Context: an optimization exercise on an open-source flow, tuned for small area, a short achievable clock period and few clock cycles per item. The choices shown serve that exercise and are no tape-out recipe. No run shown here included a check of the RTL's function; only the layout flow was run. Power and IR drop assume default switching activity.

## design/flow/run.sh

```bash
#!/bin/bash
# synth_recipe.tcl (not shown) runs the flow's synth.tcl, then flattens the netlist and writes it again
# the make line also repeats each setting of config.mk as NAME=value (left out here)
make -C /OpenROAD-flow-scripts/flow DESIGN_CONFIG=/design/flow/config.mk WORK_HOME=/design/flow/orfs CLKGATE_MAP_FILE= SYNTH_SCRIPT=/design/flow/synth_recipe.tcl finish
```

## design/flow/config.mk

```make
export PLATFORM = sky130hd
export DESIGN_NAME = pwm_timer_divisor_search
export DESIGN_NICKNAME = pwm_timer_divisor_search
export VERILOG_FILES = /design/flow/design.v
export SDC_FILE = /design/flow/constraint.sdc
export NUM_CORES = 4
export LEC_CHECK = 0
export CAP_MARGIN = 20
export CORE_MARGIN = 2
export CORE_UTILIZATION = 40
export SETUP_SLACK_MARGIN = 2.5
export SLEW_MARGIN = 20
```

## design/flow/constraint.sdc

```tcl
create_clock -name core_clock -period 5.0 [get_ports {clk}]
set_input_delay 1.0000 -clock core_clock [delete_from_list [all_inputs] [get_ports {clk}]]
set_output_delay 1.0000 -clock core_clock [all_outputs]
set_load 0.01 [all_outputs]
```

## design/flow/design.v

```verilog
package ptds_pkg;
  localparam int FREQ_W   = 32;
  localparam int CLOCK_W  = 32;
  localparam int VALUE_W  = 16;
  localparam int STATUS_W = 2;
  localparam logic [CLOCK_W-1:0]  CLOCK_RESET  = 32'd80000000;
  localparam logic [STATUS_W-1:0] STATUS_OK          = 2'd0;
  localparam logic [STATUS_W-1:0] STATUS_ZERO_FREQ   = 2'd1;
  localparam logic [STATUS_W-1:0] STATUS_ABOVE_CLOCK = 2'd2;
endpackage
module pwm_timer_divisor_search (
  input  logic                           clk,
  input  logic                           rst,
  input  logic                           in_valid,
  output logic                           in_stall,
  input  logic [ptds_pkg::FREQ_W-1:0]    target_frequency,
  output logic                           out_valid,
  input  logic                           out_stall,
  output logic [ptds_pkg::VALUE_W-1:0]   prescaler_value,
  output logic [ptds_pkg::VALUE_W-1:0]   period_value,
  output logic [ptds_pkg::STATUS_W-1:0]  status_code,
  input  logic                           cfg_valid,
  output logic                           cfg_ready,
  input  logic [ptds_pkg::CLOCK_W-1:0]   cfg_data
);
  localparam int SKIP_A = 8;
  localparam int SKIP_B = 2;
  logic [31:0] timer_clock;
  logic [31:0] dvs;
  logic [31:0] rem;
  logic [31:0] quo;
  logic [5:0]  cnt;
  logic        busy;
  logic        second;
  logic        first;
  logic [1:0]  status;
  assign in_stall        = busy;
  assign cfg_ready       = 1'b1;
  assign prescaler_value = quo[31:16];
  assign period_value    = quo[15:0];
  assign status_code     = status;
  always_ff @(posedge clk) begin
    if (rst) begin
      timer_clock <= ptds_pkg::CLOCK_RESET;
    end else if (cfg_valid) begin
      timer_clock <= cfg_data;
    end
  end
  logic [31:0] q_src;
  logic [32:0] trial;
  logic [33:0] diff;
  logic        fits;
  logic [31:0] dmask;
  logic        skip_a;
  logic        skip_b;
  logic [5:0]  cnt_next;
  logic        step;
  logic        last;
  always_comb begin
    q_src = first ? timer_clock : quo;
    trial = {rem, q_src[31]};
    diff  = {1'b0, trial} + {2'b11, ~dvs} + {33'd0, ~second};
    fits  = ~diff[33];
    for (int i = 31; i >= 0; i--) begin
      dmask[i] = (i == 31) ? dvs[31] : (dvs[i] | dmask[i+1]);
    end
    skip_a = dmask[SKIP_A] && ((rem & ~(dmask >> (SKIP_A + 1))) == 32'd0)
             && (cnt <= 6'(32 - SKIP_A));
    skip_b = (SKIP_B != 0) && dmask[SKIP_B]
             && ((rem & ~(dmask >> (SKIP_B + 1))) == 32'd0)
             && (cnt <= 6'(32 - SKIP_B));
    cnt_next = cnt + (skip_a ? 6'(SKIP_A) : skip_b ? 6'(SKIP_B) : 6'd1);
  end
  assign step = busy && !cnt[5] && !(first && out_valid);
  assign last = busy && cnt[5];
  logic [15:0] qa;
  logic [15:0] qb;
  logic [16:0] s17;
  logic [16:0] d17;
  logic        c_lt;
  logic [16:0] u17;
  logic [15:0] psc;
  logic        psc_zero;
  logic [1:0]  st_next;
  always_comb begin
    qa       = quo[31:16];
    qb       = quo[15:0];
    s17      = {1'b0, qa} + {1'b0, ~qb};
    d17      = {1'b0, qa} - {1'b0, qb};
    c_lt     = s17[16];
    u17      = c_lt ? {1'b0, s17[15:0]} : {~d17[16], d17[15:0]};
    psc      = c_lt ? (qa - 16'd1) : qa;
    psc_zero = (qa == 16'd0) || (qa == 16'd1 && qb == 16'd0);
    if (dvs == 32'd0)      st_next = ptds_pkg::STATUS_ZERO_FREQ;
    else if (quo == 32'd0) st_next = ptds_pkg::STATUS_ABOVE_CLOCK;
    else                   st_next = ptds_pkg::STATUS_OK;
  end
  always_ff @(posedge clk) begin
    if (rst) begin
      busy      <= 1'b0;
      out_valid <= 1'b0;
    end else begin
      if (out_valid && !out_stall) out_valid <= 1'b0;
      if (!busy) begin
        if (in_valid) busy <= 1'b1;
      end else if (step) begin
        if (second && cnt_next[5]) begin
          busy      <= 1'b0;
          out_valid <= 1'b1;
        end
      end else if (last) begin
        if (st_next != ptds_pkg::STATUS_OK || psc_zero) begin
          busy      <= 1'b0;
          out_valid <= 1'b1;
        end
      end
    end
  end
  always_ff @(posedge clk) begin
    if (!busy) begin
      dvs    <= target_frequency;
      rem    <= 32'd0;
      first  <= 1'b1;
      second <= 1'b0;
      cnt    <= 6'd0;
    end else if (step) begin
      first <= 1'b0;
      if (skip_a) begin
        rem <= {rem[31-SKIP_A:0], q_src[31:32-SKIP_A]};
        quo <= {q_src[31-SKIP_A:0], {SKIP_A{second}}};
      end else if (skip_b) begin
        rem <= {rem[31-SKIP_B:0], q_src[31:32-SKIP_B]};
        quo <= {q_src[31-SKIP_B:0], {SKIP_B{second}}};
      end else begin
        rem <= fits ? diff[31:0] : trial[31:0];
        quo <= {q_src[30:0], fits ^ second};
      end
      cnt <= cnt_next;
    end else if (last) begin
      status <= st_next;
      if (st_next != ptds_pkg::STATUS_OK) begin
        quo <= 32'd0;
      end else if (psc_zero) begin
        quo <= {16'd0, ~u17[15:0]};
      end else begin
        second <= 1'b1;
        dvs    <= {16'd0, psc};
        rem    <= {31'd0, u17[16]};
        quo    <= {u17[15:0], psc};
        cnt    <= 6'd16;
      end
    end
  end
endmodule
```

==> flow_summary.ini, run 1 <==
[placement]
dp_cells = 1615
dp_hpwl_um = 28200
place_congestion = 0.953
port_buffers = 104

[floorplanning]
die_area_mm2 = 0.0273
fp.dieH_um = 165
initial_core_util_pct = 41.0
die_w_um = 165
core-area_mm2 = 0.0253
ios = 106
rows = 58

[power]
ir_drop_mv = 0.504
p_leak_nw = 6.37
power_density_mw_per_mm2 = 674

[worst_setup_path]
cp_max_fo = 4
reg2reg_depth = 15
endpoint_kind = flip-flop
reg2reg_from = quo[0]
critPathKind = flip-flop to flip-flop
critical_path_required_ns = 5.14
startpoint = quo[0]
crit_path_start_kind = flip-flop
rr_endpoint = quo[30]
cp.arrival_ns = 3.79
worst-r2r-setup-slack_ns = 1.35
critPathCapture = quo[30]

[cells_and_area]
fillers = 1960
nets = 1606
layout-drive-gt1-share_pct = 34.5
seq_area_mm2 = 0.00347
area_delta_synth_final_pct = 54.3
num_antenna_cells = 0
multi_input_area_mm2 = 0.00809
final_cells = 1822

[clock_network]
cts_tree = yes
clkSinkCount = 140
clk_pin_slew_ns = 0.06
numCtsBuffers = 17
worstSkewPairLatency_ns = 0.43
ctsHoldBuffers = 0
cts_max_level = 4
clockRootBuffer = clkbuf_16
cts_max_path_buffers = 2

[global_routing]
grt_pass1_wl_um = 64300
antenna_found_initial = 0
grt_max_degree = 45
grt_usage_pct = 31.4
overflow = 0
grt_pass1_vias = 10700

[yosys]
synth-seq-cells = 140
synth_area_mm2 = 0.0104
synth_top_area_share_pct = 19.1
avgSynthCellArea_um2 = 8.49
yosysWarnings = 1
seq_area_frac_synth_pct = 33.3
synthTopCellsByArea = edfxtp_1, dfxtp_1, ha_1
yosysUniqueCellTypes = 80
synth_edf_count = 66
syn_nets = 1351
syn_inst = 1224
post-synth-top-area-cell = edfxtp_1
ys_async_sr_fraction_pct = 0
synth_top_flop_cell = dfxtp_1

[timing]
fin_worst_skew_ns = 0.0137
slew_headroom_pct = 34.7
fin_setup_tns_ns = 0
final-hold-violation-count = 0
period_share_pct = 72.9
fin_crit_ns = 3.65
rsz0062_at_grt = yes
slew_violations = 0
max_freq_mhz = 274
setup_viol = 0
worst_slew_pin_slew_ns = 0.979

[job]
cap_violations = 0

[route]
vias_per_cell = 6.44
dr.pass1.iters = 10
routed_wl_um = 45200
detail_route.iter0.violations = 1559
wl_per_cell_um = 24.8
vias = 11700
route.detailed.drc = 0
ant_nets = 0

[min_path]
hp-class = flip-flop to flip-flop

[status]
status = timing/DRC/antenna clean
-- how the worst min path moves through the flow --
stage	start	to	depth (start not counted)
after global routing	timer_clock[17]	timer_clock[17]	2
after global placement	timer_clock[24]	timer_clock[24]	2
after CTS	timer_clock[17]	timer_clock[17]	2
after detailed placement	timer_clock[17]	timer_clock[17]	2
after floorplan	timer_clock[19]	timer_clock[19]	2
final	timer_clock[3]	timer_clock[3]	2
-- cell usage after synthesis, types with 7 or more instances --
master and number:
buf_2 17, buf_1 7, o21bai_1 7, a221oi_1 11
nor4_1 13, xor2_1 20, nor2b_1 36, o221ai_1 23
clkbuf_1 36, o211ai_1 9, mux2i_1 44, inv_1 70
nand3_1 13, a211o_1 11, a22o_1 17, xnor2_1 34
nand2b_1 8, nand2_1 82, o21ai_0 74, o21a_1 10
a211oi_1 25, dfxtp_1 74, nor2_1 135, mux2_2 17
a31oi_1 9, nor3_1 21, a21o_1 24, a21oi_1 106
ha_1 53, o22ai_1 30, edfxtp_1 66
-- metrics by stage --
stage,power [mW],cell area (µm²),setup slack [ns],hold WS [ns],util [%]
final,10.8,16000,1.35,0.496,63.3
after global routing,11.2,16000,1.34,0.523,63.3
after CTS,9.57,14900,1.66,0.505,59.0
after detailed placement,6.39,11900,1.11,0.489,47.1
after global placement,6.42,11900,1.16,0.479,47.1
after floorplan,5.09,10700,1.65,0.454,-
-- state kept, by name (all words and copies together), names as in the netlist, 2 cells and up --
name         count
rem             32
quo             32
status           2
dvs             32
timer_clock     32
cnt              6
-- what timing repair did --
item | CTS | global route
buffers inserted | 115 | 44
pin swaps | 112 | 99
setup endpoints to repair | 150 | 143
cloned | 16 | 0
resized for setup | 281 | 154
-- power by group --
| part | switching, mW | internal, mW | total (mW) |
|---|---|---|---|
| Sequential | 0.316 | 1.51 | 1.83 |
| Combinational | 4.23 | 3.47 | 7.70 |
| Clock | 0.549 | 0.734 | 1.28 |
-- logic make-up (layout without fill, tap and decap cells) --
group / Yosys count / after routing / share of synthesized area [%]
AO/OA/AOI/OAI: 412 / 414 / 26.5
XOR/XNOR: 54 / 54 / 4.55
adder cells (fa/ha/maj): 58 / 58 / 7.35
buffers and inverters: 140 / 405 / 5.56
flip-flops: 140 / 140 / 33.3
multiplexers: 61 / 61 / 6.08
other: 1 / 1 / 0.0361
AND/OR/NAND/NOR: 358 / 359 / 16.6
-- worst max-delay path: stages, from the launching register on --
cell	delay, ns
edfxtp_1	0.47
inv_2	0.12
ha_4	0.13
inv_2	0.04
fa_2	0.33
nand3b_1	0.20
a21oi_2	0.15
o21ai_1	0.11
o211ai_1	0.14
buf_4	0.21
mux2i_2	0.25
a311o_1	0.32
a31oi_1	0.15
a311oi_1	0.37
xnor2_1	0.22
o22ai_1	0.17
-- layer usage --
layer | up-vias | share of wire [%] | track usage [%]
met5 | - | 0 | 0
met4 | 0 | 6.4 | 14.3
met3 | 225 | 9.8 | 5.14
met2 | 783 | 45 | 49.8
met1 | 5661 | 39 | 41.9
li1 | 5060 | - | -
-- layout make-up --
| type | count | share of cell area (%) |
|---|---|---|
| Timing Repair inverter | 3 | 0.156 |
| Inverter | 73 | 2.02 |
| Multi-Input combinational cell | 947 | 50.5 |
| Tap cell | 330 | 2.57 |
| Sequential cell | 140 | 21.7 |
| Clock inverter | 14 | 0.897 |
| Clock buffer | 18 | 2.68 |
| Timing Repair Buffer | 297 | 19.5 |
-- cells in the final DEF, fill, tap and decap left out, types with 18 or more instances in the layout --
| cell type | n |
|---|---|
| a211oi_2 | 21 |
| a21o_1 | 22 |
| a21oi_1 | 70 |
| a21oi_2 | 27 |
| buf_4 | 110 |
| buf_6 | 50 |
| clkdlybuf4s50_1 | 81 |
| dfxtp_1 | 67 |
| edfxtp_1 | 66 |
| ha_1 | 34 |
| inv_1 | 57 |
| mux2i_1 | 42 |
| nand2_1 | 71 |
| nor2_1 | 115 |
| nor2b_1 | 35 |
| o21ai_0 | 38 |
| o21ai_1 | 28 |
| o221ai_1 | 20 |
| o22ai_1 | 19 |
| xnor2_1 | 18 |
==> run 2: changes to the inputs <==
--- a/design/flow/config.mk
+++ b/design/flow/config.mk
@@ -9,4 +9,3 @@
 export CORE_MARGIN = 2
 export CORE_UTILIZATION = 40
-export SETUP_SLACK_MARGIN = 2.5
 export SLEW_MARGIN = 20
==> run 2 against run 1 <==
Still clean. Cell count decreased by 9.5%. Synthesized area is the same. Critical path depth unchanged. Critical path type unchanged. Critical endpoint is now rem[28].
==> flow_summary.ini, run 2 <==
[status]
status = timing/DRC/antenna clean

[global_routing]
antenna_found_initial = 1
grt_usage_pct = 27.6
grt_pass1_vias = 9592
overflow = 0
grt_max_degree = 45
grt_pass1_wl_um = 57100

[yosys]
syn_inst = 1224
synth_area_mm2 = 0.0104
synth_top_flop_cell = dfxtp_1
ys_async_sr_fraction_pct = 0
syn_nets = 1351
yosysWarnings = 1
yosysMostFrequentCell = nor2_1
avgSynthCellArea_um2 = 8.49
synth_edf_count = 66
synth_top_area_share_pct = 19.1
synth_commonest_cells = nor2_1, a21oi_1, nand2_1, dfxtp_1, o21ai_0
yosysUniqueCellTypes = 80
synthTopCellsByArea = edfxtp_1, dfxtp_1, ha_1
post-synth-top-area-cell = edfxtp_1
synth-seq-cells = 140
seq_area_frac_synth_pct = 33.3

[timing]
setup_viol = 0
fin_worst_skew_ns = 0.0124
worst_slew_pin_slew_ns = 0.980
rsz0062_at_grt = no
max_freq_mhz = 241
holdWs_ns = 0.499
period_share_pct = 83.1
fin_crit_ns = 4.15
fin_setup_tns_ns = 0
slew_violations = 0
slew_headroom_pct = 34.7
final-hold-violation-count = 0

[worst_setup_path]
reg2reg_from = quo[31]
rr_endpoint = rem[28]
endpoint_kind = flip-flop
critPathKind = flip-flop to flip-flop
critical_path_required_ns = 5.32
crit_path_start_kind = flip-flop
cp.arrival_ns = 4.48
worst-r2r-setup-slack_ns = 0.85
reg2reg_depth = 15
cp_max_fo = 5

[power]
p_leak_nw = 4.88
ir_drop_mv = 0.416
power_density_mw_per_mm2 = 623

[job]
cap_violations = 0

[floorplanning]
die_w_um = 165
ios = 106
die_area_mm2 = 0.0273
initial_core_util_pct = 41.0
fp.dieH_um = 165
rows = 58
core-area_mm2 = 0.0253

[route]
routed_wl_um = 37400
dr.pass1.iters = 9
ant_nets = 0
vias_per_cell = 6.16
route.met3.wl_um = 2700
highest_layer = met4
route.met2.wl_um = 17200
drt-met1-wl_um = 16500
route.detailed.drc = 0
wl_per_cell_um = 22.7
detail_route.iter0.violations = 1325
vias = 10100

[cells_and_area]
final_cell_mix = nor2_1, a21oi_1, clkdlybuf4s50_1, nand2_1, o21ai_0
multi_input_area_mm2 = 0.00637
area_delta_synth_final_pct = 18.5
layout-drive-gt1-share_pct = 7.59
final_common_cell = nor2_1
seq_area_mm2 = 0.00347
fillers = 2461
nets = 1432
final_util_pct = 48.6
num_antenna_cells = 0

[min_path]
min-delay-start = timer_clock[14]
hp-class = flip-flop to flip-flop
min_path_cells = 2
worstHoldEndpoint = timer_clock[14]

[clock_network]
worstSkewPairLatency_ns = 0.43
cts_max_level = 4
clk_pin_slew_ns = 0.06
ctsHoldBuffers = 0
cts_resized = 0
clockRootBuffer = clkbuf_16
clkSinkCount = 140
cts_tree = yes
post_cts_buffers = 0
cts_max_path_buffers = 2
numCtsBuffers = 17

[placement]
place_congestion = 0.996
dp_hpwl_um = 27800
port_buffers = 104
run 2: cell counts after synthesis:
No cell type changed its count.
run 2: worst max path at each step:
stage | start | end | slack (ns) | depth (start not counted)
2_1_floorplan | first | rem[28] | 1.41 | 15
3_3_place_gp | quo[31] | rem[28] | 0.99 | 15
3_5_place_dp | quo[31] | rem[28] | 0.94 | 15
4_1_cts | quo[31] | rem[28] | 0.87 | 15
5_1_grt | quo[31] | rem[28] | 0.62 | 15
6_report | quo[31] | rem[28] | 0.85 | 15
run 2: layout make-up:
cell class                 instances  share of cell area (%)
sequential                       140                    28.2
tap                              330                    3.35
clock buffer                      21                    3.66
multi-input combinational        944                    51.7
inverter                          73                    2.23
clock inverter                    11                   0.874
timing repair buffer             129                    10.0
run 2: worst max-delay path, cell delays in order (launching register included):
cell       delay (ns)
edfxtp_1         0.37
buf_4            0.17
mux2_2           0.31
fa_1             0.42
inv_1            0.10
fa_1             0.18
nor2b_1          0.07
o2111ai_1        0.23
a21boi_1         0.18
o311ai_1         0.50
a21oi_1          0.19
o41ai_2          0.43
o21ai_0          0.28
a311o_1          0.41
a31oi_1          0.17
nor2_1           0.05
run 2: where the power goes:
group          internal (mW)  total (mW)  leakage [nW]  switching [mW]
registers               1.51        1.87          1.26           0.361
clock network          0.706        1.26         0.278           0.550
logic                   1.75        4.54          3.34            2.79
run 2: per-stage QoR:
step,setup WS (ns),instances,power [mW],cell area [µm²]
global route,0.618,1648,8.11,12300
finish,0.846,1648,7.67,12300
CTS,0.872,1647,7.55,12300
global placement,0.989,1615,6.28,11700
floorplan,1.41,1224,4.83,10400
detailed placement,0.939,1615,6.26,11700
run 2: metal layers:
metal  GRT usage (%)  up-vias
met3            4.07       63
li1                -     4711
met4            8.10        0
met1            38.9     4855
met5               0        -
met2            43.9      517
run 2: cell families (layout without fill, tap and decap cells):
family                     count (synthesis)  count (layout)  synth area share (%)
AOI/OAI and AO/OA                        412             412                  26.5
and+or+nand+nor                          358             358                  16.6
DFF                                      140             140                  33.3
buffers and inverters                    140             234                  5.56
muxes                                     61              61                  6.08
adders and majority gates                 58              58                  7.35
xor gates and xnor gates                  54              54                  4.55
other                                      1               1                0.0361

-- re-timing with driven ports --
How much do the figures lean on ideal ports? The routed layouts below were timed once more, with nothing changed but the port constraints.
Step 1 (the two cells are an assumption about what drives the block):
set clk [get_ports {clk}]
set_driving_cell -lib_cell sky130_fd_sc_hd__clkbuf_16 $clk
set_driving_cell -lib_cell sky130_fd_sc_hd__buf_2 [delete_from_list [all_inputs] $clk]
Step 2 times the ports against the registers' clock, not the clock port: input delays grow and output delays shrink by t, the midpoint of the rising clock arrivals with the driver on.
Slacks: no drivers / after step 1 / after step 2; pairs: no drivers / after step 1.
| run | t (ns) | setup slack, ns | worst hold slack (ns) | worst setup path after step 2 | latest minus earliest clock arrival (ns) |
|---|---|---|---|---|---|
| run 1 | 0.476 | 1.353 / 1.353 / 1.353 | 0.496 / 0.496 / 0.496 | register to register | 0.013 / 0.014 |
| run 2 | 0.472 | 0.846 / 0.846 / 0.846 | 0.499 / 0.499 / 0.499 | register to register | 0.012 / 0.013 |
After both steps every run listed still meets setup and hold.
